What follows belongs to an exercise in optimizing a design on an open flow for small area and a short achievable clock period; a production flow would make more cautious choices. At most, simulation tests tie the RTL to the original design; equivalence was not proved. No functional check of the RTL was part of run 7. Power and IR drop assume default switching activity.

### flow/constraint.sdc
create_clock -name core_clock -period 5.5 [get_ports {clk}]
set_input_delay 1.1000 -clock core_clock [delete_from_list [all_inputs] [get_ports {clk}]]
set_output_delay 1.1000 -clock core_clock [all_outputs]
set_load 0.01 [all_outputs]
### flow/flow/run.sh
#!/bin/bash
# Standard ORFS layout, except that the port buffers are buf_1 cells rather than the
# resizer's default pick (clkdlybuf4s50_1), which is larger and slower.
set -euo pipefail
bash standard.sh "BUFFER_PORTS_ARGS=-buffer_cell sky130_fd_sc_hd__buf_1" finish > make.log 2>&1
### flow/config.mk
export PLATFORM = sky130hd
export DESIGN_NAME = tag_wb_buffer
export DESIGN_NICKNAME = tag_wb_buffer
export VERILOG_FILES = /design/flow/design.v
export SDC_FILE = /design/flow/constraint.sdc
export NUM_CORES = 4
export LEC_CHECK = 0
export CAP_MARGIN = 20
export CORE_MARGIN = 2
export CORE_UTILIZATION = 60
export CTS_CLUSTER_DIAMETER = 60
export CTS_CLUSTER_SIZE = 20
export SETUP_SLACK_MARGIN = 3.1
export SLEW_MARGIN = 20
export SYNTH_HIERARCHICAL = 1
export SYNTH_MINIMUM_KEEP_SIZE = 0
### flow/standard.sh
#!/bin/bash
# synth_recipe.tcl (not shown) runs the flow's synth.tcl, then flattens the netlist and writes it again
# the make line also repeats each setting of config.mk as NAME=value (left out here)
make -C /OpenROAD-flow-scripts/flow DESIGN_CONFIG=/design/flow/config.mk WORK_HOME=/design/flow/orfs CLKGATE_MAP_FILE= SYNTH_SCRIPT=/design/flow/synth_recipe.tcl "${@:-finish}"
### flow/design.v
module tag_wb_buffer #(
    parameter int AW    = 32,
    parameter int DW    = 128,
    parameter int DEPTH = 4
) (
    input  logic                     clk,
    input  logic                     rst,
    input  logic                     wb_valid,
    output logic                     wb_ready,
    input  logic [AW-1:0]            wb_addr,
    input  logic [DW-1:0]            wb_data,
    output logic                     mem_valid,
    input  logic                     mem_ready,
    output logic [AW-1:0]            mem_addr,
    output logic [DW-1:0]            mem_data,
    input  logic                     lk_valid,
    input  logic [AW-1:0]            lk_addr,
    output logic                     lk_rsp,
    output logic                     lk_hit,
    output logic [DW-1:0]            lk_data,
    output logic [$clog2(DEPTH):0]   count
);
    localparam int CW = $clog2(DEPTH) + 1;
    localparam logic [CW-1:0] FULL = CW'(DEPTH);
    logic [AW-1:0]    addr_q [DEPTH];
    logic [DW-1:0]    data_q [DEPTH];
    logic [DEPTH-1:0] v;                
    logic [DEPTH-1:0] q [DEPTH];        
    localparam int GB  = 16;            
    localparam int NMA = AW / GB;
    localparam int NMD = DW / GB;
    localparam int NLD = DW / GB;
    logic [DEPTH-1:0] ma_sel [NMA];     
    logic [DEPTH-1:0] md_sel [NMD];     
    logic [DEPTH-1:0] lk_sel [NLD];     
    logic [DEPTH-1:0] sel_d;
    logic [DEPTH-1:0] ws;               
    logic [DEPTH-1:0] co_m, lk_m;
    logic             wb_acc, retire, co_hit, alloc, wb_lk;
    logic             hdup;             
    logic             hdup_n;
    logic [DEPTH-1:0] wb_eq, lk_eq;     
    logic             wl_eq;            
    logic [DEPTH-1:0] q1 [DEPTH+1];
    logic [DEPTH-1:0] q2 [DEPTH];
    logic [DEPTH-1:0] v_n, sel_n;
    logic [CW-1:0]    cnt_ap, cnt_co;
    logic [AW-1:0]    ma;
    logic [DW-1:0]    md, ld;
    always_comb begin
        wb_ready  = (count != FULL);
        mem_valid = (count != '0);
        wb_acc    = wb_valid && wb_ready;
        retire    = mem_valid && mem_ready;
        ws = '0;
        for (int j = DEPTH - 1; j >= 0; j--) begin
            if (!v[j]) begin
                ws    = '0;
                ws[j] = 1'b1;
            end
        end
        for (int j = 0; j < DEPTH; j++) begin
            co_m[j] = v[j] && !q[0][j] && wb_eq[j];
            lk_m[j] = v[j] && lk_eq[j];
        end
        co_hit = wb_acc && (co_m != '0);
        alloc  = wb_acc && !co_hit;
        cnt_co = retire ? count - 1'b1 : count;
        cnt_ap = (wb_acc && !retire) ? count + 1'b1 : (!wb_acc && retire) ? count - 1'b1 : count;
        wb_lk  = wb_acc && wl_eq;
        hdup_n = !retire && (hdup || (alloc && (wb_eq & v & q[0]) != '0));
        q1[0] = (count == '0) ? ws : q[0];
        for (int k = 1; k < DEPTH; k++)
            q1[k] = (count == CW'(k) || (wb_acc && (q[k] & wb_eq) != '0)) ? ws : q[k];
        q1[DEPTH] = ws;
        for (int k = 0; k < DEPTH; k++) q2[k] = retire ? q1[k+1] : q1[k];
        v_n = v;
        if (co_hit) v_n = v_n & ~co_m;
        if (retire) v_n = v_n & ~q[0];
        if (wb_acc) v_n = v_n | ws;
        if (wb_lk) sel_n = ws;
        else       sel_n = lk_m & (hdup ? ~q[0] : {DEPTH{1'b1}});
        if (!lk_valid) sel_n = '0;
        sel_d = rst ? '0 : sel_n;
        ma = '0;
        md = '0;
        ld = '0;
        for (int j = 0; j < DEPTH; j++) begin
            for (int b = 0; b < AW; b++) ma[b] = ma[b] | (addr_q[j][b] & ma_sel[b / GB][j]);
            for (int b = 0; b < DW; b++) begin
                md[b] = md[b] | (data_q[j][b] & md_sel[b / GB][j]);
                ld[b] = ld[b] | (data_q[j][b] & lk_sel[b / GB][j]);
            end
        end
        mem_addr = ma;
        mem_data = md;
        lk_data  = ld;
    end
    always_ff @(posedge clk) begin
        if (rst) begin
            v      <= '0;
            hdup   <= 1'b0;
            count  <= '0;
            lk_rsp <= 1'b0;
            lk_hit <= 1'b0;
        end else begin
            v <= v_n;
            hdup <= hdup_n;
            count <= co_hit ? cnt_co : cnt_ap;
            lk_rsp <= lk_valid;
            lk_hit <= lk_valid && (wb_lk || lk_m != '0);
        end
    end
    always_ff @(posedge clk) begin
        for (int k = 0; k < DEPTH; k++) q[k] <= q2[k];
    end
    for (genvar j = 0; j < DEPTH; j++) begin : g_cmp
        tag_wb_buffer_eq #(.W(AW)) u_wb (.a(addr_q[j]), .b(wb_addr), .eq(wb_eq[j]));
        tag_wb_buffer_eq #(.W(AW)) u_lk (.a(addr_q[j]), .b(lk_addr), .eq(lk_eq[j]));
    end
    tag_wb_buffer_eq #(.W(AW)) u_wl (.a(wb_addr), .b(lk_addr), .eq(wl_eq));
    for (genvar g = 0; g < NMA; g++) begin : g_ma
        tag_wb_buffer_sel #(.W(DEPTH)) u_sel (.clk(clk), .d(q2[0]), .q(ma_sel[g]));
    end
    for (genvar g = 0; g < NMD; g++) begin : g_md
        tag_wb_buffer_sel #(.W(DEPTH)) u_sel (.clk(clk), .d(q2[0]), .q(md_sel[g]));
    end
    for (genvar g = 0; g < NLD; g++) begin : g_lk
        tag_wb_buffer_sel #(.W(DEPTH)) u_sel (.clk(clk), .d(sel_d), .q(lk_sel[g]));
    end
    always_ff @(posedge clk) begin
        for (int j = 0; j < DEPTH; j++) begin
            if (ws[j]) begin
                addr_q[j] <= wb_addr;
                data_q[j] <= wb_data;
            end
        end
    end
endmodule
module tag_wb_buffer_sel #(
    parameter int W = 4
) (
    input  logic         clk,
    input  logic [W-1:0] d,
    output logic [W-1:0] q
);
    always_ff @(posedge clk) q <= d;
endmodule
module tag_wb_buffer_eq #(
    parameter int W = 32
) (
    input  logic [W-1:0] a,
    input  logic [W-1:0] b,
    output logic         eq
);
    assign eq = (a == b);
endmodule
==> results of run 1 <==
## cell usage in the layout (no fill, tap or decap), types with 4 or more instances in the layout
master,count
edfxtp_1,640
clkbuf_16,51
xor2_1,281
buf_2,148
clkbuf_8,5
buf_12,101
nor4_2,43
xor2_2,7
a21oi_4,5
nand3_1,11
a21oi_2,5
nand4_1,24
dfxtp_1,22
buf_4,146
mux2i_1,4
buf_8,18
nor2_4,10
o211ai_1,5
dfxtp_4,74
inv_1,6
inv_6,5
nor2_1,9
clkbuf_1,18
nand2_1,305
a22oi_2,497
a22o_1,4
diode_2,13
clkbuf_2,78
a21oi_1,8
nand2_2,11
buf_1,146
nor4_1,27
buf_6,154
a22oi_1,83
ha_1,5
## where the power goes
group	switching, mW	internal, mW	leakage, nW	total [mW]
registers	0.886	6.94	6.86	7.82
clock network	1.93	1.77	0.735	3.71
logic	4.06	3.44	8.15	7.50
total	6.88	12.1	15.7	19.0
## through the flow
stage          hold slack (ns)  std cells  area, µm²  utilization
5_1_grt                  0.566       3717      43400        0.845
2_1_floorplan            0.448       2298      31300            -
6_report                 0.517       3723      43400        0.845
3_5_place_dp             0.489       3331      33600        0.653
3_3_place_gp             0.479       3331      33600        0.653
4_1_cts                  0.515       3557      39000        0.758
## cells by family (layout without fill, tap and decap cells)
logic type / after synthesis / after routing / synth area share
AO/OA/AOI/OAI: 637 / 639 / 0.152
XOR/XNOR: 291 / 291 / 0.0814
adder cells (fa/ha/maj): 7 / 7 / 0.00276
buffers and inverters: 162 / 892 / 0.0202
flip-flops: 738 / 738 / 0.677
multiplexers: 7 / 7 / 0.00236
other: 0 / 13 / 0
AND/OR/NAND/NOR: 456 / 456 / 0.0644
## synthesized netlist by cell type (all sizes together) (4+ instances only)
library cell / instances / area [µm²]
xor2: 288 / 2520
a22oi: 580 / 4350
nor2: 20 / 80.1
ha: 6 / 75.1
dfxtp: 98 / 1960
mux2i: 4 / 40.0
edfxtp: 640 / 19200
o21ai: 9 / 45.0
o211ai: 5 / 37.5
clkbuf: 129 / 484
a21oi: 16 / 80.1
inv: 10 / 42.5
nand3: 13 / 65.1
a22o: 4 / 35.0
nand2: 318 / 1200
nor4: 72 / 450
nand4: 24 / 150
buf: 23 / 105
o22ai: 4 / 25.0
## registers in the layout, summed over array words and instances (netlist names), 3 cells and up
register	cells
g_md.u_sel.q	32
g_ma.u_sel.q	8
addr_q	128
count	3
data_q	512
v	4
g_lk.u_sel.q	32
q	16
## path summary, 6_finish.rpt
check | from | cells after the start | end | slack (ns)
max reg2reg | addr_q[0][0]$_DFFE_PN_ | 11 | q[2][3]$_DFF_P_ | 2.70
min | q[3][0]$_DFF_P_ | 2 | q[3][0]$_DFF_P_ | 0.52
max | wb_addr[0] | 12 | q[2][3]$_DFF_P_ | 2.62
min reg2reg | q[3][0]$_DFF_P_ | 2 | q[3][0]$_DFF_P_ | 0.52
## layer usage
| metal | up-vias | track usage |
|---|---|---|
| met3 | 446 | 0.0787 |
| met4 | 12 | 0.154 |
| met5 | - | 0 |
| li1 | 10300 | - |
| met2 | 1802 | 0.569 |
| met1 | 12300 | 0.462 |
## critical path, delay by kind of cell
kind	cells	cell delay [ns]
XOR/XNOR	1	0.17
AND/OR/NAND/NOR	4	1.08
multiplexers	2	0.42
buffers and inverters	3	0.33
AO/OA/AOI/OAI	2	0.24
## cell type report
| class | count | area [µm²] |
|---|---|---|
| flip-flops and latches | 738 | 21500 |
| multi-input cells | 1400 | 12600 |
| fillers | 2414 | 7970 |
| repair buffers | 796 | 6910 |
| clock buffers | 71 | 1340 |
| well taps | 680 | 851 |
| clock inverters | 15 | 151 |
| inverters | 10 | 53.8 |
| diodes | 13 | 32.5 |
## what timing repair did
item	CTS	global route
pin swaps	191	297
setup endpoints to repair	477	477
setup buffers	136	151
resized for setup	732	866
cloned	4	2
==> summary.md, run 1 <==
• complete, no violations — status
• in2reg — start-to-end type of the worst setup path
• buf_12 > xor2_2 > nor4_2 > nand4_1 > nor2_4 > buf_6 > buf_6 > a22oi_2 > a21boi_2 > or2_4 > mux2i_1 > mux2i_1 — ordered cell list for the critical path
• 2.88 ns — post-route minimum period
• 2 — number of H-tree levels
• 0.34 ns — CP max stage delay
• 2501 — nets in the synthesized netlist
• 6.70 — number of vias per cell
• 0 — residual overflow from global routing
• 0 — count of hold buffers inserted by post-cts repair
• 0.0380 ns — clock tree skew after final layout
• 0 — Detail Route Antenna Nets
• yes — RSZ-0062 raised after global routing
• 5.98 ns — Worst Path Required
• 143000 µm — first-pass GRT wire length
• 29.9 µm — WL/cell
• 3195 — layout net count
• 0 — final count of hold timing violations
• 0 ns — Setup Total Neg Slack
• 0 — Setup violations, final
• 2.62 ns — worst-case setup margin in the final layout
• 0 — proportion of register bits with asynchronous set or reset after synthesis
• 0.347 GHz — FMAX
• 31300 µm² — cell area after technology mapping
• 0.353 — aggregate global-route resource usage
• 0.609 — effective utilization at floorplan
• 15.7 nW — leakage power
• 21 — Ys Warns
• 0.524 — portion of the clock cycle consumed by the worst path in the final layout
• 12500 µm — amount of wire on met3 after detailed routing
• 53400 µm — amount of wire on met2 after detailed routing
• 38900 µm — routed length on met1
• 83 — standard-cell rows
• 13.6 µm² — Avg Cell Area, Syn
• 0 — max cap viols
• 111000 µm — total wire length
• 23300 — via count of the first global-routing pass
• 738 — Yosys reg bits
• 0.677 — sequential-to-total area share from yosys stat
• 232 µm — Die Span Y
• 1.18 ns — slew at the pin closest to its max-slew limit
• 491 — # port buffers
• 2298 — number of cells produced by synthesis
• 24900 — Vias
• 58200 µm — estimated wirelength of the detail-placed design
• 51400 µm² — area of the core region
• 0.875 — placer congestion estimate
• nor4_2 — cell with the largest stage delay on the worst path
• 52 — number of distinct library cells after synthesis
• 46 — total CTS buffers
• 640 — count of flip-flops with a built-in enable after synthesis
• 3 — Max clock buf depth
• done — CTS tree
• 5 — drt pass-1 iters
• clkbuf_16 — Root Buffer
• 232 µm — x dimension of the die
• 38.8% — area added between synthesis and finish
• edfxtp_1 — Most used DFF post-synth
• 492 — Ports
• 0.465 — layout cells sized above 1
• met5 — highest routing layer actually used
• reg2reg — Hold Path Class
• 0 — drt drc
• 0.63 ns — clock latency on the worst-skew pair
• 15 — initial antenna violation count
• 0.09 ns — clock-pin slew on the worst setup and hold paths
• 54000 µm² — Die ar.
• register — capturing element type of the critical path
• 164 — pin count of the biggest net entering global routing
• 5 — highest fanout seen on the critical path
• 1.34 ns — pre-CTS setup slack
• 0 — Slew Viols, Final
• input port — Worst Setup Start Kind
• 0.212 — relative slew slack
• 438 nW/µm² — power density over the cells
• 3.36 ns — CP arrival
• 738 — Sinks on Clock Net
• 19.0 mW — Overall Power
• 353 µV — maximum vdd drop
• 2711 — count of routing violations after the opening detailed-route iteration
==> run 2: changes to the inputs <==
--- a/flow/config.mk
+++ b/flow/config.mk
@@ -10,7 +10,7 @@
 export CORE_UTILIZATION = 60
 export CTS_CLUSTER_DIAMETER = 60
 export CTS_CLUSTER_SIZE = 20
-export SETUP_SLACK_MARGIN = 3.1
+export SETUP_SLACK_MARGIN = 2.8
 export SLEW_MARGIN = 20
 export SYNTH_HIERARCHICAL = 1
 export SYNTH_MINIMUM_KEEP_SIZE = 0
==> summary.md, run 2 <==
• complete, no violations — status, unchanged
• 0 — final count of hold timing violations, unchanged
• 14 — initial antenna violation count, was 15
• 0 — proportion of register bits with asynchronous set or reset after synthesis, unchanged
• 0 — residual overflow from global routing, unchanged
• 0.614 — area share of the largest cell type after synthesis, unchanged
• 738 — Sinks on Clock Net, unchanged
• 26.7 µm — WL/cell, was 29.9 µm
• 51400 µm² — area of the core region, unchanged
• 21500 µm² — total area of sequential cells, about the same
• addr_q[0][27]$_DFFE_PN_ — launching point of the worst reg2reg path, was addr_q[0][0]$_DFFE_PN_
• 2159 — count of routing violations after the opening detailed-route iteration, was 2711
• q[3][0]$_DFF_P_ — Worst Hold Launch, unchanged
• data_q (512), addr_q (128) — largest registers, unchanged
• 58200 µm — estimated wirelength of the detail-placed design, unchanged
• 640 — count of flip-flops with a built-in enable after synthesis, unchanged
• 2501 — nets in the synthesized netlist, unchanged
• 164 — pin count of the biggest net entering global routing, unchanged
• 52 — number of distinct library cells after synthesis, unchanged
• register — capturing element type of the critical path, unchanged
• data_q — Most flops, register, unchanged
• 94300 µm — total wire length, was 111000 µm
• 83 — standard-cell rows, unchanged
• 0.735 — utilization after layout, was 0.845
• 2.76 ns — worst-case setup margin in the final layout, was 2.62 ns
• yes — RSZ-0062 raised after global routing, unchanged
• 0.609 — effective utilization at floorplan, unchanged
• 136000 µm — first-pass GRT wire length, was 143000 µm
• in2reg — start-to-end type of the worst setup path, unchanged
• 46 — total CTS buffers, unchanged
• 21 — Ys Warns, unchanged
• 0.510 ns — worst hold-check slack, was 0.517 ns
• edfxtp_1 — Most used DFF post-synth, unchanged
• 232 µm — Die Span Y, unchanged
• 10500 µm² — Multi-input gate area, was 12600 µm²
• 2298 — number of cells produced by synthesis, unchanged
• 0.62 ns — clock latency on the worst-skew pair, was 0.63 ns
• 0 — Slew Viols, Final, unchanged
• 37800 µm² — final std cell area, no fill, was 43400 µm²
• 1.34 ns — pre-CTS setup slack, unchanged
• 232 µm — x dimension of the die, unchanged
• edfxtp_1, a22oi_1, xor2_1, dfxtp_1, nand2_1 — largest cells by area after synthesis, unchanged
• 492 — Ports, unchanged
• edfxtp_1, a22oi_1, nand2_1 — Commonest cells post-synth, unchanged
• 0.192 — layout cells sized above 1, was 0.465
• 439 nW/µm² — power density over the cells, was 438 nW/µm²
• 0 — drt drc, unchanged
• 2.74 ns — post-route minimum period, was 2.88 ns
• reg2reg — Hold Path Class, unchanged
• 738 — Yosys reg bits, unchanged
• input port — Worst Setup Start Kind, unchanged
• edfxtp_1 — most area-hungry cell type in the Yosys netlist, unchanged
• 0.677 — sequential-to-total area share from yosys stat, unchanged
• 0.0301 ns — clock tree skew after final layout, was 0.0380 ns
• 13.6 µm² — Avg Cell Area, Syn, unchanged
• 3 — Max clock buf depth, unchanged
• 3461 — number of fillers in the final layout, was 2414
• 1.28 ns — slew at the pin closest to its max-slew limit, was 1.18 ns
• 6.45 — number of vias per cell, was 6.70
• 0 — Setup violations, final, unchanged
• 344 µV — maximum vdd drop, was 353 µV
• 3.23 ns — CP arrival, was 3.36 ns
• 22300 — via count of the first global-routing pass, was 23300
• 512 — flip-flop count of the largest register, all copies and words added, unchanged
• 0.365 GHz — FMAX, was 0.347 GHz
• 5.99 ns — Worst Path Required, was 5.98 ns
• 22800 — Vias, was 24900
• 3002 — layout net count, was 3195
• 31300 µm² — cell area after technology mapping, unchanged
• 0 — Detail Route Antenna Nets, unchanged
• 0.144 — relative slew slack, was 0.212
• 2 — number of H-tree levels, unchanged
• 0.875 — placer congestion estimate, unchanged
• 3331 — DP Cell Count, unchanged
• 13.2 nW — leakage power, was 15.7 nW
• edfxtp_1 — most frequent standard cell in the layout excluding fill and tap cells, unchanged
• 0.334 — aggregate global-route resource usage, was 0.353
• wb_addr[14] — crit path launch, was wb_addr[0]
• 54000 µm² — Die ar., unchanged
• 491 — # port buffers, unchanged
• 20.7% — area added between synthesis and finish, was 38.8%
• 3529 — count of non-filler cells in the finished layout, was 3723
• clkbuf_16 — Root Buffer, unchanged
• done — CTS tree, unchanged
• 0.08 ns — clock-pin slew on the worst setup and hold paths, was 0.09 ns
• 33600 µm² — standard cell area after detailed placement, unchanged
• edfxtp_1, a22oi_1, buf_1, nand2_1, xor2_1 — most frequent cells in the layout, was edfxtp_1, a22oi_2, nand2_1, xor2_1, buf_6
• edfxtp_1 — cell with the most instances after synthesis, unchanged
• 0.498 — portion of the clock cycle consumed by the worst path in the final layout, was 0.524
• 0 — max cap viols, unchanged
• 5 — drt pass-1 iters, unchanged
• 9 — highest fanout seen on the critical path, was 5
## run 2: cell types whose count changed in the layout (fill, tap and decap cells not counted), moves of 6 or more
cell	change
buf_8	-14
buf_4	-71
nor4_2	-16
a22oi_2	-392
buf_12	-72
buf_6	-129
buf_2	-114
a22oi_1	+392
buf_1	+249
nand2_1	+6
nor4_1	+15
clkbuf_2	-40
## run 2: kinds of logic after synthesis
logic type	share of synthesized area
compound gates	0.152
mux	0.00236
flops	0.677
fa+ha+maj	0.00276
buf+inv	0.0202
simple gates	0.0644
xor+xnor	0.0814
## run 2: what timing repair did
item,4_1_cts,5_1_grt
buffers inserted,61,35
pin swaps,26,55
hold buffers,0,0
endpoints found under the setup margin,383,219
resized for setup,276,254
cloned,3,1
## run 2: path summary, 6_finish.rpt
path                                                   end  slack, ns  cells past startpoint
worst max-delay path                       q[1][2]$_DFF_P_       2.76                     11
worst max register to register  g_md[5].u_sel.q[3]$_DFF_P_       2.86                      9
worst min-delay path                       q[3][0]$_DFF_P_       0.51                      2
worst min register to register             q[3][0]$_DFF_P_       0.51                      2
## run 2: area by class of cell
| type | count | share of cell area |
|---|---|---|
| Clock buffer | 71 | 0.0355 |
| Sequential cell | 738 | 0.568 |
| Tap cell | 680 | 0.0225 |
| Clock inverter | 15 | 0.00401 |
| Multi-Input combinational cell | 1401 | 0.279 |
| Antenna cell | 12 | 0.000795 |
| Inverter | 10 | 0.00142 |
| Timing Repair Buffer | 602 | 0.0890 |
## run 2: report_power, final
part	internal [mW]	switching (mW)
clock network	1.77	1.84
logic	2.03	2.91
registers	6.93	1.10
total	10.7	5.84
## run 2: per-layer routing
layer	global-route usage	up-vias	routed length, µm
met2	0.538	1287	45500
met5	0	-	81
met3	0.0732	236	9250
met4	0.146	12	4080
li1	-	9946	-
met1	0.439	11300	35400
## run 2: stage by stage
stage / power, mW / TNS, ns
after floorplan: 9.95 / -960.75
after global placement: 11.6 / 0
after detailed placement: 11.6 / 0
after CTS: 15.9 / 0
after global routing: 17.2 / 0
final: 16.6 / 0
## run 2: worst max-delay path, cell delays in order
cell	delay, ns
buf_2	0.18
xor2_1	0.19
nor4_2	0.30
nand4_1	0.28
nor2_4	0.26
buf_6	0.13
a22o_1	0.13
o21ai_2	0.09
nand3b_1	0.23
o21ai_2	0.11
o21ba_2	0.22
==> run 3: changes to the inputs <==
--- a/flow/config.mk
+++ b/flow/config.mk
@@ -7,10 +7,10 @@
 export LEC_CHECK = 0
 export CAP_MARGIN = 20
 export CORE_MARGIN = 2
-export CORE_UTILIZATION = 60
+export CORE_UTILIZATION = 70
 export CTS_CLUSTER_DIAMETER = 60
 export CTS_CLUSTER_SIZE = 20
-export SETUP_SLACK_MARGIN = 2.8
+export SETUP_SLACK_MARGIN = 2.7
 export SLEW_MARGIN = 20
 export SYNTH_HIERARCHICAL = 1
 export SYNTH_MINIMUM_KEEP_SIZE = 0
==> summary.md, run 3 <==
• edfxtp_1 — most frequent standard cell in the layout excluding fill and tap cells, unchanged
• 0 — max cap viols, unchanged
• 31300 µm² — cell area after technology mapping, unchanged
• 2.74 ns — r2r setup slk, was 2.86 ns
• 0.946 — placer congestion estimate, was 0.875
• 215 µm — x dimension of the die, was 232 µm
• 0.0264 ns — clock tree skew after final layout, was 0.0301 ns
• 215 µm — Die Span Y, was 232 µm
• 0.356 GHz — FMAX, was 0.365 GHz
• 2298 — number of cells produced by synthesis, unchanged
• 0 — Setup violations, final, unchanged
• 492 — Ports, unchanged
• 18 — initial antenna violation count, was 14
• 0.105 — layout cells sized above 1, was 0.192
• 0 — residual overflow from global routing, unchanged
• edfxtp_1 — most area-hungry cell type in the Yosys netlist, unchanged
• 6.87 — number of vias per cell, was 6.45
• 23200 — Vias, was 22800
• reg2reg — Hold Path Class, unchanged
• 3371 — count of non-filler cells in the finished layout, was 3529
• v[1]$_SDFF_PP0_ — launching point of the worst reg2reg path, was addr_q[0][27]$_DFFE_PN_
• 15.2% — area added between synthesis and finish, was 20.7%
• 44200 µm² — area of the core region, was 51400 µm²
• 0.816 — utilization after layout, was 0.735
• 1 — worst hold path cell count, was 2
• 0.511 — portion of the clock cycle consumed by the worst path in the final layout, was 0.498
• 0 — final count of hold timing violations, unchanged
• 436 nW/µm² — power density over the cells, was 439 nW/µm²
• edfxtp_1, a22oi_1, nand2_1 — Commonest cells post-synth, unchanged
• 2501 — nets in the synthesized netlist, unchanged
• 383 µV — maximum vdd drop, was 344 µV
• 46400 µm² — Die ar., was 54000 µm²
• 12.5 nW — leakage power, was 13.2 nW
• 0.708 — effective utilization at floorplan, was 0.609
• q[3][3]$_DFF_P_ — Worst Hold Launch, was q[3][0]$_DFF_P_
• q[3][3]$_DFF_P_ — worst hold endpoint, was q[3][0]$_DFF_P_
• in2reg — start-to-end type of the worst setup path, unchanged
• 6.04 ns — Worst Path Required, was 5.99 ns
• yes — RSZ-0062 raised after global routing, unchanged
• 56600 µm — estimated wirelength of the detail-placed design, was 58200 µm
• 0.677 — sequential-to-total area share from yosys stat, unchanged
• 0.09 ns — clock-pin slew on the worst setup and hold paths, was 0.08 ns
• data_q — Most flops, register, unchanged
• 738 — Sinks on Clock Net, unchanged
• g_md[0].u_sel.q[3]$_DFF_P_ — reg-to-reg endpoint, was g_md[5].u_sel.q[3]$_DFF_P_
• complete, no violations — status, unchanged
• edfxtp_1, a22oi_1, buf_1, nand2_1, xor2_1 — most frequent cells in the layout, unchanged
• 9 — highest fanout seen on the critical path, unchanged
• input port — Worst Setup Start Kind, unchanged
• 21 — Ys Warns, unchanged
• 0 — Slew Viols, Final, unchanged
• 7 — Worst Reg-to-Reg Cells, was 9
• 8 — drt pass-1 iters, was 5
• 2.81 ns — post-route minimum period, was 2.74 ns
• edfxtp_1 — cell with the most instances after synthesis, unchanged
• 0 — Detail Route Antenna Nets, unchanged
• 9940 µm² — Multi-input gate area, was 10500 µm²
• 3.35 ns — CP arrival, was 3.23 ns
• 0.150 — relative slew slack, was 0.144
• edfxtp_1 — Most used DFF post-synth, unchanged
• 3 — Max clock buf depth, unchanged
• 0 — drt drc, unchanged
• clkbuf_16 — Root Buffer, unchanged
• 0 — proportion of register bits with asynchronous set or reset after synthesis, unchanged
• 640 — count of flip-flops with a built-in enable after synthesis, unchanged
• data_q (512), addr_q (128) — largest registers, unchanged
• 2929 — layout net count, was 3002
• 3241 — DP Cell Count, was 3331
• 491 — # port buffers, unchanged
• 3676 — count of routing violations after the opening detailed-route iteration, was 2159
• 27.1 µm — WL/cell, was 26.7 µm
• 91200 µm — total wire length, was 94300 µm
• 52 — number of distinct library cells after synthesis, unchanged
• 512 — flip-flop count of the largest register, all copies and words added, unchanged
• 0.62 ns — clock latency on the worst-skew pair, about the same
• 22100 — via count of the first global-routing pass, was 22300
• 2411 — number of fillers in the final layout, was 3461
• done — CTS tree, unchanged
• 77 — standard-cell rows, was 83
• 133000 µm — first-pass GRT wire length, was 136000 µm
• 2 — number of H-tree levels, unchanged
• register — capturing element type of the critical path, unchanged
• 738 — Yosys reg bits, unchanged
• 47 — total CTS buffers, was 46
• 1.27 ns — slew at the pin closest to its max-slew limit, was 1.28 ns
• 0.375 — aggregate global-route resource usage, was 0.334
• 164 — pin count of the biggest net entering global routing, unchanged
• edfxtp_1, a22oi_1, xor2_1, dfxtp_1, nand2_1 — largest cells by area after synthesis, unchanged
• 13.6 µm² — Avg Cell Area, Syn, unchanged
• 0.614 — area share of the largest cell type after synthesis, unchanged
• 21400 µm² — total area of sequential cells, was 21500 µm²
==> run 3: cell counts after synthesis <==
Identical to the previous run, type by type.
==> run 3: logic make-up (layout without fill, tap and decap cells) <==
kind of cell             Yosys count  count (layout)  share of synthesized area
adder cells (fa/ha/maj)            7               7                    0.00276
XOR/XNOR                         291             291                     0.0814
AO/OA/AOI/OAI                    637             637                      0.152
buffers and inverters            162             627                     0.0202
flip-flops                       738             738                      0.677
multiplexers                       7               7                    0.00236
AND/OR/NAND/NOR                  456             457                     0.0644
other                              0              15                          0
==> run 3: timing repair <==
item	CTS	global route
setup endpoints to repair	382	173
resized for setup	172	127
setup buffers	14	13
pin swaps	15	42
hold buffers	0	0
gates cloned	0	1
==> run 3: worst max path at each step <==
stage	from	endpoint	slack, ns	depth (start not counted)
6_report	wb_addr[11]	count[1]$_SDFFE_PP0P_	2.69	11
5_1_grt	count[2]$_SDFFE_PP0P_	mem_valid	2.65	3
4_1_cts	wb_addr[7]	g_md[4].u_sel.q[1]$_DFF_P_	2.66	11
3_5_place_dp	wb_addr[18]	g_md[0].u_sel.q[3]$_DFF_P_	1.23	10
3_3_place_gp	wb_addr[23]	g_md[0].u_sel.q[3]$_DFF_P_	1.36	10
2_1_floorplan	v[0]$_SDFF_PP0_	g_ma[0].u_sel.q[1]$_DFF_P_	-5.84	5
==> run 3: where the power goes <==
group          internal [mW]  switching, mW
Clock                   1.78           1.87
Sequential              6.92           1.33
Combinational           1.44           2.38
==> run 3: worst max-delay path, stage by stage <==
cell and delay (ns):
buf_6 0.13, xor2_1 0.17, nor4_2 0.38, nand4_1 0.23, nor2_4 0.21, buf_6 0.14
nand2_4 0.06, o221ai_4 0.25, nor2_4 0.09, maj3_2 0.34, a221oi_2 0.23
==> run 3: final cells by class <==
cell class	count	share of cell area
sequential	738	0.594
tap	592	0.0205
inverter	10	0.00128
timing repair buffer	530	0.0658
multi-input combinational	1399	0.275
antenna	15	0.00104
clock buffer	76	0.0380
clock inverter	11	0.00361
==> run 3: metal layers <==
| metal | up-vias | wire length (µm) | track usage |
|---|---|---|---|
| li1 | 9806 | - | - |
| met1 | 11300 | 31800 | 0.491 |
| met3 | 301 | 10400 | 0.0832 |
| met5 | - | 91 | 0 |
| met2 | 1710 | 44600 | 0.617 |
| met4 | 14 | 4350 | 0.157 |
==> run 3: stage by stage <==
step           hold WS, ns  worst slack, ns  TNS (ns)  cell area [µm²]  power, mW
2_1_floorplan        0.448            -5.84   -960.75            31300       9.95
3_3_place_gp         0.482             1.36         0            33500       11.5
3_5_place_dp         0.515             1.23         0            33500       11.6
4_1_cts              0.537             2.66         0            35500       15.4
5_1_grt              0.540             2.65         0            36000       16.2
6_report             0.533             2.69         0            36100       15.7
==> run 4: changes to the inputs <==
--- a/flow/config.mk
+++ b/flow/config.mk
@@ -7,7 +7,7 @@
 export LEC_CHECK = 0
 export CAP_MARGIN = 20
 export CORE_MARGIN = 2
-export CORE_UTILIZATION = 70
+export CORE_UTILIZATION = 60
 export CTS_CLUSTER_DIAMETER = 60
 export CTS_CLUSTER_SIZE = 20
 export SETUP_SLACK_MARGIN = 2.7
==> summary.md, run 4 <==
• complete, no violations — status, unchanged
• 2.77 ns — post-route minimum period, was 2.81 ns
• 0.100 — layout cells sized above 1, was 0.105
• edfxtp_1, a22oi_1, xor2_1, dfxtp_1, nand2_1 — largest cells by area after synthesis, unchanged
• 491 — # port buffers, unchanged
• 0.08 ns — clock-pin slew on the worst setup and hold paths, was 0.09 ns
• 0.0222 ns — clock tree skew after final layout, was 0.0264 ns
• 0.327 — aggregate global-route resource usage, was 0.375
• clkbuf_16 — Root Buffer, unchanged
• 0 — Slew Viols, Final, unchanged
• 33600 µm² — standard cell area after detailed placement, was 33500 µm²
• edfxtp_1, a22oi_1, buf_1, nand2_1, xor2_1 — most frequent cells in the layout, unchanged
• 0 — Setup violations, final, unchanged
• 0 — count of hold buffers inserted by post-cts repair, unchanged
• 133000 µm — first-pass GRT wire length, about the same
• 0.361 GHz — FMAX, was 0.356 GHz
• yes — RSZ-0062 raised after global routing, unchanged
• 0.677 — sequential-to-total area share from yosys stat, unchanged
• 0.504 — portion of the clock cycle consumed by the worst path in the final layout, was 0.511
• 0 — max cap viols, unchanged
• 0 ns — Setup Total Neg Slack, unchanged
• 2917 — layout net count, was 2929
• 58200 µm — estimated wirelength of the detail-placed design, was 56600 µm
• 1.67 ns — CP arrival, was 3.35 ns
• done — CTS tree, unchanged
• 512 — flip-flop count of the largest register, all copies and words added, unchanged
• 46 — total CTS buffers, was 47
• 2501 — nets in the synthesized netlist, unchanged
• 1.19 ns — slew at the pin closest to its max-slew limit, was 1.27 ns
• edfxtp_1 — most area-hungry cell type in the Yosys netlist, unchanged
• 0.210 — relative slew slack, was 0.150
• 738 — Yosys reg bits, unchanged
• 16 — highest fanout seen on the critical path, was 9
• 431 nW/µm² — power density over the cells, was 436 nW/µm²
• 1.34 ns — pre-CTS setup slack, was 1.23 ns
• 738 — Sinks on Clock Net, unchanged
• 26.3 µm — WL/cell, was 27.1 µm
• 22100 — Vias, was 23200
• 12 — initial antenna violation count, was 18
• edfxtp_1 — Most used DFF post-synth, unchanged
• 492 — Ports, unchanged
• 83 — standard-cell rows, was 77
• 232 µm — Die Span Y, was 215 µm
• 640 — count of flip-flops with a built-in enable after synthesis, unchanged
• 0.875 — placer congestion estimate, was 0.946
• 4.40 ns — Worst Path Required, was 6.04 ns
• 6.42 — number of vias per cell, was 6.87
• 13.6 µm² — Avg Cell Area, Syn, unchanged
• edfxtp_1, a22oi_1, nand2_1 — Commonest cells post-synth, unchanged
• edfxtp_1 — cell with the most instances after synthesis, unchanged
• 6 — drt pass-1 iters, was 8
• 0.699 — utilization after layout, was 0.816
• 14.9% — area added between synthesis and finish, was 15.2%
• 3 — Max clock buf depth, unchanged
• 2.73 ns — worst-case setup margin in the final layout, was 2.69 ns
• 31300 µm² — cell area after technology mapping, unchanged
• edfxtp_1 — most frequent standard cell in the layout excluding fill and tap cells, unchanged
• 52 — number of distinct library cells after synthesis, unchanged
• 21 — Ys Warns, unchanged
• 0 — Detail Route Antenna Nets, unchanged
• 232 µm — x dimension of the die, was 215 µm
• 15.5 mW — Overall Power, was 15.7 mW
• 2033 — count of routing violations after the opening detailed-route iteration, was 3676
• 21900 — via count of the first global-routing pass, was 22100
• output port — capturing element type of the critical path, was register
• 0.506 ns — worst hold-check slack, was 0.533 ns
• 0 — proportion of register bits with asynchronous set or reset after synthesis, unchanged
• 0.614 — area share of the largest cell type after synthesis, unchanged
• data_q (512), addr_q (128) — largest registers, unchanged
• register — Worst Setup Start Kind, was input port
• 2 — number of H-tree levels, unchanged
• 164 — pin count of the biggest net entering global routing, unchanged
• 3331 — DP Cell Count, was 3241
• 54000 µm² — Die ar., was 46400 µm²
• 2298 — number of cells produced by synthesis, unchanged
• reg2out — start-to-end type of the worst setup path, was in2reg
• 90600 µm — total wire length, was 91200 µm
• data_q — Most flops, register, unchanged
• 0.609 — effective utilization at floorplan, was 0.708
• 0 — final count of hold timing violations, unchanged
• 0 — drt drc, unchanged
• 51400 µm² — area of the core region, was 44200 µm²
• 344 µV — maximum vdd drop, was 383 µV
• 3445 — count of non-filler cells in the finished layout, was 3371
• 0.61 ns — clock latency on the worst-skew pair, was 0.62 ns
• 0 — residual overflow from global routing, unchanged
• 12.4 nW — leakage power, was 12.5 nW
• 35900 µm² — final std cell area, no fill, was 36100 µm²
• reg2reg — Hold Path Class, unchanged
run 4: worst paths after layout:
check	startpoint	to	slack, ns	depth (start not counted)
worst max-delay path	g_ma[0].u_sel.q[0]$_DFF_P_	mem_addr[4]	2.73	3
worst min-delay path	q[3][0]$_DFF_P_	q[3][0]$_DFF_P_	0.51	2
worst max register to register	addr_q[0][2]$_DFFE_PN_	count[1]$_SDFFE_PP0P_	2.90	9
worst min register to register	q[3][0]$_DFF_P_	q[3][0]$_DFF_P_	0.51	2
run 4: cells by family after synthesis:
group	synth area share
DFF	0.677
and+or+nand+nor	0.0644
adders and majority gates	0.00276
AOI/OAI and AO/OA	0.152
buffers and inverters	0.0202
muxes	0.00236
xor gates and xnor gates	0.0814
run 4: per-layer routing:
layer	track usage	vias to the layer above	routed length, µm
met5	0	-	69
met2	0.525	1129	43700
met4	0.139	10	3660
met1	0.430	11000	34600
li1	-	9771	-
met3	0.0738	218	8530
run 4: cell type report:
type	instances	area [µm²]
Sequential cell	738	21500
Fill cell	3674	15500
Multi-Input combinational cell	1400	9900
Timing Repair Buffer	518	2170
Clock buffer	71	1340
Tap cell	680	851
Clock inverter	15	151
Inverter	10	51.3
Antenna cell	13	32.5
run 4: power breakdown:
group	total [mW]	internal (mW)	leakage, nW	switching, mW
logic	3.56	1.33	4.84	2.23
clock network	3.60	1.77	0.735	1.83
registers	8.32	6.93	6.86	1.39
run 4: critical path, cell delays in order (launching register included):
cell,delay [ns]
dfxtp_4,0.55
a22oi_1,0.15
nand2_1,0.10
buf_1,0.25
run 4: what timing repair did:
item / CTS / global route
endpoints found under the setup margin: 382 / 154
setup buffers: 6 / 7
gates resized for setup: 194 / 83
cloned: 1 / 1
pin swaps: 12 / 24
==> run 5: changes to the inputs <==
--- a/flow/design.v
+++ b/flow/design.v
@@ -82,15 +82,18 @@
         else       sel_n = lk_m & (hdup ? ~q[0] : {DEPTH{1'b1}});
         if (!lk_valid) sel_n = '0;
         sel_d = rst ? '0 : sel_n;
+    end
+    always_comb begin
         ma = '0;
         md = '0;
         ld = '0;
         for (int j = 0; j < DEPTH; j++) begin
-            for (int b = 0; b < AW; b++) ma[b] = ma[b] | (addr_q[j][b] & ma_sel[b / GB][j]);
-            for (int b = 0; b < DW; b++) begin
-                md[b] = md[b] | (data_q[j][b] & md_sel[b / GB][j]);
-                ld[b] = ld[b] | (data_q[j][b] & lk_sel[b / GB][j]);
-            end
+            for (int g = 0; g < NMA; g++)
+                ma[g*GB +: GB] = ma[g*GB +: GB] | (addr_q[j][g*GB +: GB] & {GB{ma_sel[g][j]}});
+            for (int g = 0; g < NMD; g++)
+                md[g*GB +: GB] = md[g*GB +: GB] | (data_q[j][g*GB +: GB] & {GB{md_sel[g][j]}});
+            for (int g = 0; g < NLD; g++)
+                ld[g*GB +: GB] = ld[g*GB +: GB] | (data_q[j][g*GB +: GB] & {GB{lk_sel[g][j]}});
         end
         mem_addr = ma;
         mem_data = md;
--- a/flow/config.mk
+++ b/flow/config.mk
@@ -10,7 +10,7 @@
 export CORE_UTILIZATION = 60
 export CTS_CLUSTER_DIAMETER = 60
 export CTS_CLUSTER_SIZE = 20
-export SETUP_SLACK_MARGIN = 2.7
+export SETUP_SLACK_MARGIN = 2.75
 export SLEW_MARGIN = 20
 export SYNTH_HIERARCHICAL = 1
 export SYNTH_MINIMUM_KEEP_SIZE = 0
==> summary.md, run 5 <==
• complete, no violations — status, unchanged
• 2.83 ns — post-route minimum period, was 2.77 ns
• 0.62 ns — clock latency on the worst-skew pair, was 0.61 ns
• 51400 µm² — area of the core region, unchanged
• 135000 µm — first-pass GRT wire length, was 133000 µm
• 0 — Setup violations, final, unchanged
• met2 — GRT busiest layer, unchanged
• input port — Worst Setup Start Kind, was register
• 6 — drt pass-1 iters, unchanged
• 94400 µm — total wire length, was 90600 µm
• 2298 — number of cells produced by synthesis, unchanged
• clkbuf_16 — Root Buffer, unchanged
• 232 µm — Die Span Y, about the same
• 0.0769 — GR Layer Usage met3, was 0.0738
• 33600 µm² — standard cell area after detailed placement, about the same
• 58600 µm — estimated wirelength of the detail-placed design, was 58200 µm
• 21 — Ys Warns, unchanged
• 0 — max cap viols, unchanged
• 50 — number of distinct library cells after synthesis, was 52
• 0.677 — sequential-to-total area share from yosys stat, about the same
• 0.609 — effective utilization at floorplan, about the same
• 2975 — layout net count, was 2917
• 0.919 — placer congestion estimate, was 0.875
• 0 — drt drc, unchanged
• 37000 µm² — final std cell area, no fill, was 35900 µm²
• data_q — Most flops, register, unchanged
• 492 — Ports, unchanged
• 1.16 ns — pre-CTS setup slack, was 1.34 ns
• 0 — proportion of register bits with asynchronous set or reset after synthesis, unchanged
• 12.9 nW — leakage power, was 12.4 nW
• 0 — residual overflow from global routing, unchanged
• 0.0287 ns — clock tree skew after final layout, was 0.0222 ns
• 2501 — nets in the synthesized netlist, unchanged
• 0.288 — relative slew slack, was 0.210
• 13.6 µm² — Avg Cell Area, Syn, about the same
• 83 — standard-cell rows, unchanged
• edfxtp_1, a22oi_1, buf_1, nand2_1, xor2_1 — most frequent cells in the layout, unchanged
• 5.97 ns — Worst Path Required, was 4.40 ns
• 0.08 ns — clock-pin slew on the worst setup and hold paths, about the same
• edfxtp_1, a22oi_1, xor2_1, dfxtp_1, nand2_1 — largest cells by area after synthesis, unchanged
• 22000 — via count of the first global-routing pass, was 21900
• 3.31 ns — CP arrival, was 1.67 ns
• 0 — Slew Viols, Final, unchanged
• 738 — Sinks on Clock Net, unchanged
• 640 — count of flip-flops with a built-in enable after synthesis, unchanged
• 0.138 — layout cells sized above 1, was 0.100
• 0.515 — portion of the clock cycle consumed by the worst path in the final layout, was 0.504
• 26.9 µm — WL/cell, was 26.3 µm
• 0 — final count of hold timing violations, unchanged
• 0.614 — area share of the largest cell type after synthesis, about the same
• 491 — # port buffers, unchanged
• 31300 µm² — cell area after technology mapping, about the same
• 8 — highest fanout seen on the critical path, was 16
• done — CTS tree, unchanged
• 339 µV — maximum vdd drop, was 344 µV
• 0.535 — global routing usage on met2, was 0.525
• 0.719 — utilization after layout, was 0.699
• 18.1% — area added between synthesis and finish, was 14.9%
• 0.445 — global routing met1 resource utilization, was 0.430
• 54000 µm² — Die ar., about the same
• edfxtp_1 — cell with the most instances after synthesis, unchanged
• 48 — total CTS buffers, was 46
• 130 — pin count of the biggest net entering global routing, was 164
• 232 µm — x dimension of the die, about the same
• yes — RSZ-0062 raised after global routing, unchanged
• register — capturing element type of the critical path, was output port
• 2 — number of H-tree levels, unchanged
• reg2reg — Hold Path Class, unchanged
• 3 — Max clock buf depth, unchanged
• 2370 — count of routing violations after the opening detailed-route iteration, was 2033
• 439 nW/µm² — power density over the cells, was 431 nW/µm²
• 0 — Detail Route Antenna Nets, unchanged
• in2reg — start-to-end type of the worst setup path, was reg2out
• data_q (512), addr_q (128) — largest registers, unchanged
• edfxtp_1 — most area-hungry cell type in the Yosys netlist, unchanged
• 6.47 — number of vias per cell, was 6.42
• 512 — flip-flop count of the largest register, all copies and words added, unchanged
• 22700 — Vias, was 22100
• 16 — initial antenna violation count, was 12
• 1.07 ns — slew at the pin closest to its max-slew limit, was 1.19 ns
• edfxtp_1 — most frequent standard cell in the layout excluding fill and tap cells, unchanged
• 738 — Yosys reg bits, unchanged
• 0.353 GHz — FMAX, was 0.361 GHz
• edfxtp_1, a22oi_1, nand2_1 — Commonest cells post-synth, unchanged
• edfxtp_1 — Most used DFF post-synth, unchanged
• 0.334 — aggregate global-route resource usage, was 0.327
• 2.67 ns — worst-case setup margin in the final layout, was 2.73 ns
-- run 5: timing repair --
action                     in CTS  in global routing
hold buffers                    0                  0
pin swaps                      30                 40
gates cloned                    2                  1
resized for setup             260                 97
setup endpoints to repair     483                145
buffers inserted               32                 37
-- run 5: cell families (layout without fill, tap and decap cells) --
| family | count (synthesis) | in the layout | share of synthesized area |
|---|---|---|---|
| adders and majority gates | 7 | 7 | 0.00276 |
| DFF | 738 | 738 | 0.677 |
| muxes | 7 | 7 | 0.00236 |
| other | 0 | 16 | 0 |
| and+or+nand+nor | 456 | 456 | 0.0644 |
| buffers and inverters | 162 | 674 | 0.0199 |
| xor gates and xnor gates | 291 | 291 | 0.0815 |
| AOI/OAI and AO/OA | 637 | 638 | 0.152 |
-- run 5: worst paths after layout --
kind	start	end	slack, ns	cells after the start
setup / recovery	wb_addr[15]	q[2][3]$_DFF_P_	2.67	11
hold / removal	q[3][0]$_DFF_P_	q[3][0]$_DFF_P_	0.50	2
setup reg to reg	addr_q[1][15]$_DFFE_PP_	q[2][3]$_DFF_P_	2.76	10
hold reg to reg	q[3][0]$_DFF_P_	q[3][0]$_DFF_P_	0.50	2
-- run 5: per-stage QoR --
| step | hold slack [ns] | TNS (ns) | power (mW) | cells |
|---|---|---|---|---|
| finish | 0.500 | 0 | 16.2 | 3507 |
| global placement | 0.478 | 0 | 11.6 | 3329 |
| global route | 0.506 | 0 | 16.8 | 3500 |
| floorplan | 0.448 | -960.60 | 9.94 | 2298 |
| detailed placement | 0.480 | 0 | 11.7 | 3329 |
| CTS | 0.493 | 0 | 15.7 | 3452 |
-- run 5: power by group --
part / leakage (nW) / internal [mW] / switching [mW]
clock: 0.758 / 1.78 / 1.90
sequential: 6.86 / 6.93 / 1.06
combinational: 5.30 / 1.74 / 2.80
total: 12.9 / 10.5 / 5.76
-- run 5: final cells by class --
| cell class | instances | area (µm²) |
|---|---|---|
| repair buffers | 574 | 2920 |
| well taps | 680 | 851 |
| diodes | 16 | 40.0 |
| flip-flops and latches | 738 | 21500 |
| inverters | 10 | 51.3 |
| clock inverters | 19 | 179 |
| repair inverters | 1 | 5.00 |
| fillers | 3470 | 14500 |
| multi-input cells | 1399 | 10100 |
| clock buffers | 70 | 1350 |
-- run 5: critical path: stages --
cell and delay, ns:
buf_12 0.12, xor2_4 0.18, nor4_4 0.36, nand4_1 0.29, nor2_4 0.27, buf_4 0.15
a22o_1 0.11, o21ai_0 0.12, a21boi_0 0.20, mux2i_1 0.25, mux2i_1 0.14
-- run 5: metal layers --
layer | vias up | part of all wire
met5 | - | 0.00076
li1 | 9899 | -
met1 | 11400 | 0.39
met3 | 197 | 0.094
met2 | 1182 | 0.48
met4 | 12 | 0.035
==> run 6: changes to the inputs <==
--- a/flow/config.mk
+++ b/flow/config.mk
@@ -10,7 +10,7 @@
 export CORE_UTILIZATION = 60
 export CTS_CLUSTER_DIAMETER = 60
 export CTS_CLUSTER_SIZE = 20
-export SETUP_SLACK_MARGIN = 2.75
+export SETUP_SLACK_MARGIN = 2.7
 export SLEW_MARGIN = 20
 export SYNTH_HIERARCHICAL = 1
 export SYNTH_MINIMUM_KEEP_SIZE = 0
==> summary.md, run 6 <==
• 2 — number of H-tree levels, unchanged
• 91900 µm — total wire length, was 94400 µm
• 0.62 ns — clock latency on the worst-skew pair, about the same
• 2.84 ns — post-route minimum period, was 2.83 ns
• 130 — pin count of the biggest net entering global routing, unchanged
• 0.609 — effective utilization at floorplan, unchanged
• 1.16 ns — pre-CTS setup slack, unchanged
• 0.282 — relative slew slack, was 0.288
• yes — RSZ-0062 raised after global routing, unchanged
• 0.114 — layout cells sized above 1, was 0.138
• 26.5 µm — WL/cell, was 26.9 µm
• edfxtp_1 — Most used DFF post-synth, unchanged
• 512 — flip-flop count of the largest register, all copies and words added, unchanged
• 432 nW/µm² — power density over the cells, was 439 nW/µm²
• 0.08 ns — clock-pin slew on the worst setup and hold paths, about the same
• 16 — initial antenna violation count, unchanged
• 0 — drt drc, unchanged
• 3 — Max clock buf depth, unchanged
• 0 — count of hold buffers inserted by post-cts repair, unchanged
• 6 — drt pass-1 iters, unchanged
• 36400 µm² — final std cell area, no fill, was 37000 µm²
• edfxtp_1, a22oi_1, nand2_1 — Commonest cells post-synth, unchanged
• 54000 µm² — Die ar., unchanged
• 738 — Sinks on Clock Net, unchanged
• 51400 µm² — area of the core region, unchanged
• register — capturing element type of the critical path, unchanged
• 22300 — Vias, was 22700
• 0 — proportion of register bits with asynchronous set or reset after synthesis, unchanged
• 0.527 — global routing usage on met2, was 0.535
• 738 — Yosys reg bits, unchanged
• edfxtp_1, a22oi_1, xor2_1, dfxtp_1, nand2_1 — largest cells by area after synthesis, unchanged
• 58600 µm — estimated wirelength of the detail-placed design, unchanged
• 232 µm — Die Span Y, unchanged
• reg2reg — Hold Path Class, unchanged
• 2.66 ns — worst-case setup margin in the final layout, was 2.67 ns
• input port — Worst Setup Start Kind, unchanged
• edfxtp_1 — most area-hungry cell type in the Yosys netlist, unchanged
• edfxtp_1 — cell with the most instances after synthesis, unchanged
• data_q (512), addr_q (128) — largest registers, unchanged
• 640 — count of flip-flops with a built-in enable after synthesis, unchanged
• 0.0267 ns — clock tree skew after final layout, was 0.0287 ns
• 232 µm — x dimension of the die, unchanged
• 3.34 ns — CP arrival, was 3.31 ns
• 0 — Slew Viols, Final, unchanged
• 0 — Setup violations, final, unchanged
• 6.01 ns — Worst Path Required, was 5.97 ns
• 0 — final count of hold timing violations, unchanged
• 21 — Ys Warns, unchanged
• data_q — Most flops, register, unchanged
• 492 — Ports, unchanged
• met2 — GRT busiest layer, unchanged
• 16.5% — area added between synthesis and finish, was 18.1%
• edfxtp_1 — most frequent standard cell in the layout excluding fill and tap cells, unchanged
• 0.516 — portion of the clock cycle consumed by the worst path in the final layout, was 0.515
• 0 — Detail Route Antenna Nets, unchanged
• 6.43 — number of vias per cell, was 6.47
• 3556 — number of fillers in the final layout, was 3470
• 1.07 ns — slew at the pin closest to its max-slew limit, about the same
• complete, no violations — status, unchanged
• 2298 — number of cells produced by synthesis, unchanged
• 2.81 ns — r2r setup slk, was 2.76 ns
• 0 — max cap viols, unchanged
• 0.614 — area share of the largest cell type after synthesis, unchanged
• clkbuf_16 — Root Buffer, unchanged
• edfxtp_1, a22oi_1, buf_1, nand2_1, xor2_1 — most frequent cells in the layout, unchanged
• 13.6 µm² — Avg Cell Area, Syn, unchanged
• 0.440 — global routing met1 resource utilization, was 0.445
• 0.709 — utilization after layout, was 0.719
• 2501 — nets in the synthesized netlist, unchanged
• 2942 — layout net count, was 2975
• 0.0767 — GR Layer Usage met3, was 0.0769
• 0.919 — placer congestion estimate, unchanged
• 15.7 mW — Overall Power, was 16.2 mW
• 33600 µm² — standard cell area after detailed placement, unchanged
• 48 — total CTS buffers, unchanged
• 21800 — via count of the first global-routing pass, was 22000
• 0.677 — sequential-to-total area share from yosys stat, unchanged
• 31300 µm² — cell area after technology mapping, unchanged
• in2reg — start-to-end type of the worst setup path, unchanged
• 0 — residual overflow from global routing, unchanged
• done — CTS tree, unchanged
• 0.330 — aggregate global-route resource usage, was 0.334
• 0.353 GHz — FMAX, about the same
• 339 µV — maximum vdd drop, about the same
• 83 — standard-cell rows, unchanged
• 133000 µm — first-pass GRT wire length, was 135000 µm
• 2057 — count of routing violations after the opening detailed-route iteration, was 2370
• 491 — # port buffers, unchanged
• 12.6 nW — leakage power, was 12.9 nW
• 6 — highest fanout seen on the critical path, was 8
• 50 — number of distinct library cells after synthesis, unchanged
## run 6: kinds of logic after synthesis
group | count (synthesis) | synth area share
buffers and inverters | 162 | 0.0199
xor gates and xnor gates | 291 | 0.0815
DFF | 738 | 0.677
AOI/OAI and AO/OA | 637 | 0.152
adders and majority gates | 7 | 0.00276
and+or+nand+nor | 456 | 0.0644
muxes | 7 | 0.00236
## run 6: layer usage
| metal | up-vias | share of wire |
|---|---|---|
| met2 | 1137 | 0.48 |
| li1 | 9827 | - |
| met4 | 12 | 0.040 |
| met1 | 11200 | 0.38 |
| met3 | 213 | 0.095 |
| met5 | - | 0.00095 |
## run 6: worst paths after layout
check | start | to | depth (start not counted)
worst max-delay path | wb_addr[2] | g_ma[0].u_sel.q[3]$_DFF_P_ | 10
worst max register to register | addr_q[1][4]$_DFFE_PP_ | g_ma[0].u_sel.q[3]$_DFF_P_ | 9
worst min register to register | q[3][0]$_DFF_P_ | q[3][0]$_DFF_P_ | 2
worst min-delay path | q[3][0]$_DFF_P_ | q[3][0]$_DFF_P_ | 2
## run 6: cell type report
type	count	area, µm²	share of cell area
multi-input combinational	1399	10000	0.275
antenna	15	37.5	0.00103
timing repair inverter	1	5.00	0.000137
sequential	738	21500	0.589
clock inverter	19	179	0.00491
timing repair buffer	541	2480	0.0682
clock buffer	70	1350	0.0370
tap	680	851	0.0234
inverter	10	53.8	0.00148
## run 6: critical path, cell delays in order
cell and delay, ns:
buf_12 0.11, xor2_1 0.18, nor4_4 0.36, nand4_1 0.30, nor2_4 0.28, a22o_1 0.23, o21ai_4 0.10, and2_4 0.20
a21o_4 0.24, a21oi_4 0.22
## run 6: power breakdown
part           total, mW  switching, mW  internal (mW)
logic               3.78           2.33           1.45
clock network       3.67           1.88           1.78
registers           8.28           1.35           6.93
## run 6: timing repair
item,4_1_cts,5_1_grt
setup buffers,11,27
cloned,2,0
pin swaps,16,37
gates resized for setup,222,96
endpoints found under the setup margin,479,147
## run 6: through the flow
| stage | instances | hold slack (ns) | setup TNS, ns |
|---|---|---|---|
| floorplan | 2298 | 0.448 | -960.60 |
| global placement | 3329 | 0.478 | 0 |
| detailed placement | 3329 | 0.480 | 0 |
| CTS | 3431 | 0.493 | 0 |
| global route | 3466 | 0.506 | 0 |
| finish | 3473 | 0.495 | 0 |
==> run 7: changes to the inputs <==
--- a/flow/design.v
+++ b/flow/design.v
@@ -26,7 +26,7 @@
     logic [DW-1:0]    data_q [DEPTH];
     logic [DEPTH-1:0] v;                
     logic [DEPTH-1:0] q [DEPTH];        
-    localparam int GB  = 16;            
+    localparam int GB  = 32;            
     localparam int NMA = AW / GB;
     localparam int NMD = DW / GB;
     localparam int NLD = DW / GB;
==> summary.md, run 7 <==
• yes — RSZ-0062 raised after global routing, unchanged
• 22700 — Vias, was 22300
• 0 — count of hold buffers inserted by post-cts repair, unchanged
• 0.358 GHz — FMAX, was 0.353 GHz
• 337 µV — maximum vdd drop, was 339 µV
• reg2reg — Hold Path Class, unchanged
• 0 — Setup violations, final, unchanged
• 142000 µm — first-pass GRT wire length, was 133000 µm
• 6.48 — number of vias per cell, was 6.43
• 0 — proportion of register bits with asynchronous set or reset after synthesis, unchanged
• 436 nW/µm² — power density over the cells, was 432 nW/µm²
• q[3][0]$_DFF_P_ — worst hold endpoint, unchanged
• 21 — Ys Warns, unchanged
• 49 — total CTS buffers, was 48
• 55100 µm — estimated wirelength of the detail-placed design, was 58600 µm
• 0.61 ns — clock latency on the worst-skew pair, was 0.62 ns
• 0.0200 ns — clock tree skew after final layout, was 0.0267 ns
• q[3][0]$_DFF_P_ — Worst Hold Launch, unchanged
• 164 — pin count of the biggest net entering global routing, was 130
• 27.5 µm — WL/cell, was 26.5 µm
• 50100 µm² — area of the core region, was 51400 µm²
• 0.137 — layout cells sized above 1, was 0.114
• 0.359 — aggregate global-route resource usage, was 0.330
• 2226 — number of cells produced by synthesis, was 2298
• edfxtp_1 — most frequent standard cell in the layout excluding fill and tap cells, unchanged
• clkbuf_16 — Root Buffer, unchanged
• 491 — # port buffers, unchanged
• 0.672 — sequential-to-total area share from yosys stat, was 0.677
• 0 — Slew Viols, Final, unchanged
• 3 — Max clock buf depth, unchanged
• 3364 — number of fillers in the final layout, was 3556
• 0.32 ns — CP max stage delay, was 0.36 ns
• data_q (512), addr_q (128) — largest registers, unchanged
• data_q — Most flops, register, unchanged
• 0.0938 — GR Layer Usage met3, was 0.0767
• 702 — Sinks on Clock Net, was 738
• 6.01 ns — Worst Path Required, about the same
• buf_2 > xor2_1 > nor4_2 > nand4_1 > nor2_4 > a22o_1 > o21ai_4 > and2_4 > nand4_1 > o211ai_1 > buf_4 — ordered cell list for the critical path, was buf_12 > xor2_1 > nor4_4 > nand4_1 > nor2_4 > a22o_1 > o21ai_4 > and2_4 > a21o_4 > a21oi_4
• register — capturing element type of the critical path, unchanged
• 229 µm — Die Span Y, was 232 µm
• 96500 µm — total wire length, was 91900 µm
• 82 — standard-cell rows, was 83
• 10 — Worst Reg-to-Reg Cells, was 9
• 3.30 ns — CP arrival, was 3.34 ns
• 0 — residual overflow from global routing, unchanged
• 0.503 ns — worst hold-check slack, was 0.495 ns
• 3287 — DP Cell Count, was 3329
• 1.21 ns — slew at the pin closest to its max-slew limit, was 1.07 ns
• 0.467 — global routing met1 resource utilization, was 0.440
• 13.0 nW — leakage power, was 12.6 nW
• 0 — drt drc, unchanged
• 19 — initial antenna violation count, was 16
• 0.00284 — adder and majority cell fraction of the synthesized area, was 0.00276
• 3502 — count of non-filler cells in the finished layout, was 3473
• 2468 — count of routing violations after the opening detailed-route iteration, was 2057
• 13.7 µm² — Avg Cell Area, Syn, was 13.6 µm²
• 0.00243 — share of synthesized area spent on multiplexers, was 0.00236
• 0.192 — relative slew slack, was 0.282
• 0.09 ns — clock-pin slew on the worst setup and hold paths, was 0.08 ns
• 492 — Ports, unchanged
• g_ma[0].u_sel.q[0]$_DFF_P_ — reg-to-reg endpoint, was g_ma[0].u_sel.q[3]$_DFF_P_
• done — CTS tree, unchanged
• 2984 — layout net count, was 2942
• 9 — highest fanout seen on the critical path, was 6
• compound AO/OA/AOI/OAI gates — main combinational cell family by area after synthesis, unchanged
• edfxtp_1, a22oi_1, buf_1, nand2_1, xor2_1 — most frequent cells in the layout, unchanged
• in2reg — start-to-end type of the worst setup path, unchanged
• 2.79 ns — post-route minimum period, was 2.84 ns
• complete, no violations — status, unchanged
• 0 — final count of hold timing violations, unchanged
• 0.0662 — area share of and/or/nand/nor cells after synthesis, was 0.0644
• 2 — worst hold path cell count, unchanged
• 2429 — nets in the synthesized netlist, was 2501
• addr_q[3][19]$_DFFE_PN_ — launching point of the worst reg2reg path, was addr_q[1][4]$_DFFE_PP_
• 2.85 ns — r2r setup slk, was 2.81 ns
• 0.576 — global routing usage on met2, was 0.527
• 22600 — via count of the first global-routing pass, was 21800
• 0 — Detail Route Antenna Nets, unchanged
• 229 µm — x dimension of the die, was 232 µm
• 0.608 — effective utilization at floorplan, was 0.609
• 0.907 — placer congestion estimate, was 0.919
• edfxtp_1 — most area-hungry cell type in the Yosys netlist, unchanged
• 21.4% — area added between synthesis and finish, was 16.5%
• edfxtp_1 — Most used DFF post-synth, unchanged
• 0 ns — Setup Total Neg Slack, unchanged
• input port — Worst Setup Start Kind, unchanged
• 5 — drt pass-1 iters, was 6
• 0 — max cap viols, unchanged
• edfxtp_1, a22oi_1, xor2_1, dfxtp_1, nand2_1 — largest cells by area after synthesis, unchanged
• edfxtp_1 — cell with the most instances after synthesis, unchanged
• 30400 µm² — cell area after technology mapping, was 31300 µm²
• 702 — Yosys reg bits, was 738
• 640 — count of flip-flops with a built-in enable after synthesis, unchanged
• 2 — number of H-tree levels, unchanged
• 49 — number of distinct library cells after synthesis, was 50
• 0.0838 — post-synthesis xor/xnor area fraction, was 0.0815
• edfxtp_1, a22oi_1, nand2_1 — Commonest cells post-synth, unchanged
• 0.632 — area share of the largest cell type after synthesis, was 0.614
• 0.507 — portion of the clock cycle consumed by the worst path in the final layout, was 0.516
• 512 — flip-flop count of the largest register, all copies and words added, unchanged
• 0.156 — synthesized-area fraction occupied by ao, oa, aoi and oai cells, was 0.152
• nand4_1 — Critical Path Most Common Cell
• met2 — GRT busiest layer, unchanged
• nor4_2 — cell with the largest stage delay on the worst path, was nor4_4
• 52500 µm² — Die ar., was 54000 µm²
run 7: per-stage QoR:
step / power, mW / utilization / cell area, µm² / setup WS (ns)
5_1_grt: 16.7 / 0.737 / 36900 / 2.67
3_5_place_dp: 11.2 / 0.657 / 32900 / 1.44
2_1_floorplan: 9.53 / - / 30500 / -5.49
6_report: 16.1 / 0.738 / 36900 / 2.71
3_3_place_gp: 11.2 / 0.657 / 32900 / 1.55
4_1_cts: 15.9 / 0.728 / 36400 / 2.70
run 7: power by group:
part           switching (mW)  internal [mW]
combinational            3.32           1.94
clock                    1.89           1.88
sequential              0.546           6.54
total                    5.76           10.4
run 7: layout make-up:
type | count | area, µm² | area share
Timing Repair Buffer | 620 | 3810 | 0.103
Inverter | 10 | 48.8 | 0.00132
Tap cell | 672 | 841 | 0.0228
Sequential cell | 702 | 20600 | 0.557
Antenna cell | 15 | 37.5 | 0.00102
Clock inverter | 19 | 233 | 0.00630
Clock buffer | 66 | 1390 | 0.0376
Multi-Input combinational cell | 1398 | 9980 | 0.270
run 7: repair_timing:
| item | CTS | global route |
|---|---|---|
| buffers inserted | 108 | 6 |
| gates cloned | 0 | 1 |
| resized for setup | 124 | 110 |
| pin swaps | 11 | 37 |
| setup endpoints to repair | 346 | 115 |
run 7: cell families (layout without fill, tap and decap cells):
logic type	count (synthesis)	count (layout)
muxes	7	7
other	0	15
AOI/OAI and AO/OA	637	637
adders and majority gates	7	7
buffers and inverters	126	715
DFF	702	702
and+or+nand+nor	456	456
xor gates and xnor gates	291	291
run 7: worst max-delay path: cells and delay by family:
family                    cells  cell delay, ns
AOI/OAI and AO/OA             3            0.43
xor gates and xnor gates      1            0.19
and+or+nand+nor               5            1.21
buffers and inverters         2            0.36
run 7: worst max path at each step:
stage,start,end,slack (ns)
floorplan,v[0]$_SDFF_PP0_,g_ma[0].u_sel.q[1]$_DFF_P_,-5.49
global placement,wb_addr[12],count[1]$_SDFFE_PP0P_,1.55
detailed placement,wb_addr[19],q[2][3]$_DFF_P_,1.44
CTS,wb_addr[20],g_md[0].u_sel.q[1]$_DFF_P_,2.70
global route,wb_addr[26],count[1]$_SDFFE_PP0P_,2.67
finish,wb_addr[29],g_ma[0].u_sel.q[0]$_DFF_P_,2.71
run 7: layer usage:
layer / vias to the layer above / wire [µm]
met5: - / 122
met3: 244 / 10400
met2: 1286 / 46200
met4: 18 / 4320
met1: 11300 / 35400
li1: 9883 / -

==> separate check: timing with driven ports <==
No port has a modelled driver above. Below, the same layouts with a new extraction and two added sets of constraints.
Step 1 sets driving cells, clkbuf_16 on the clock port and buf_2 on the other inputs (assumed; they add their load-dependent delay and slew).
Step 2, shift: input delay + t, output delay - t, t = (earliest + latest rising clock arrival at the registers) / 2. This alone moves slack from input paths to output paths.
Slacks: ideal / step 1 / step 2; pairs: ideal / step 1.
run	t, ns	setup slack, ns	hold WS [ns]	slew at the worst register clock pin (ns)
run 1	0.682	2.617 / 2.613 / 1.931	0.517 / 0.517 / 0.517	0.10 / 0.10
run 2	0.665	2.761 / 2.714 / 2.101	0.510 / 0.510 / 0.510	0.09 / 0.09
run 3	0.668	2.690 / 2.641 / 1.987	0.533 / 0.533 / 0.533	0.09 / 0.09
run 4	0.664	2.726 / 2.661 / 2.118	0.506 / 0.506 / 0.506	0.09 / 0.09
run 5	0.668	2.665 / 2.625 / 2.009	0.500 / 0.500 / 0.500	0.08 / 0.08
run 6	0.666	2.664 / 2.652 / 2.009	0.495 / 0.495 / 0.495	0.08 / 0.08
run 7	0.663	2.709 / 2.655 / 2.068	0.503 / 0.503 / 0.503	0.09 / 0.09
After both steps setup and hold are still met in every run listed. For run 3, which loses most, drivers alone change the setup slack by -0.049 ns; drivers and shift together by -0.703 ns.
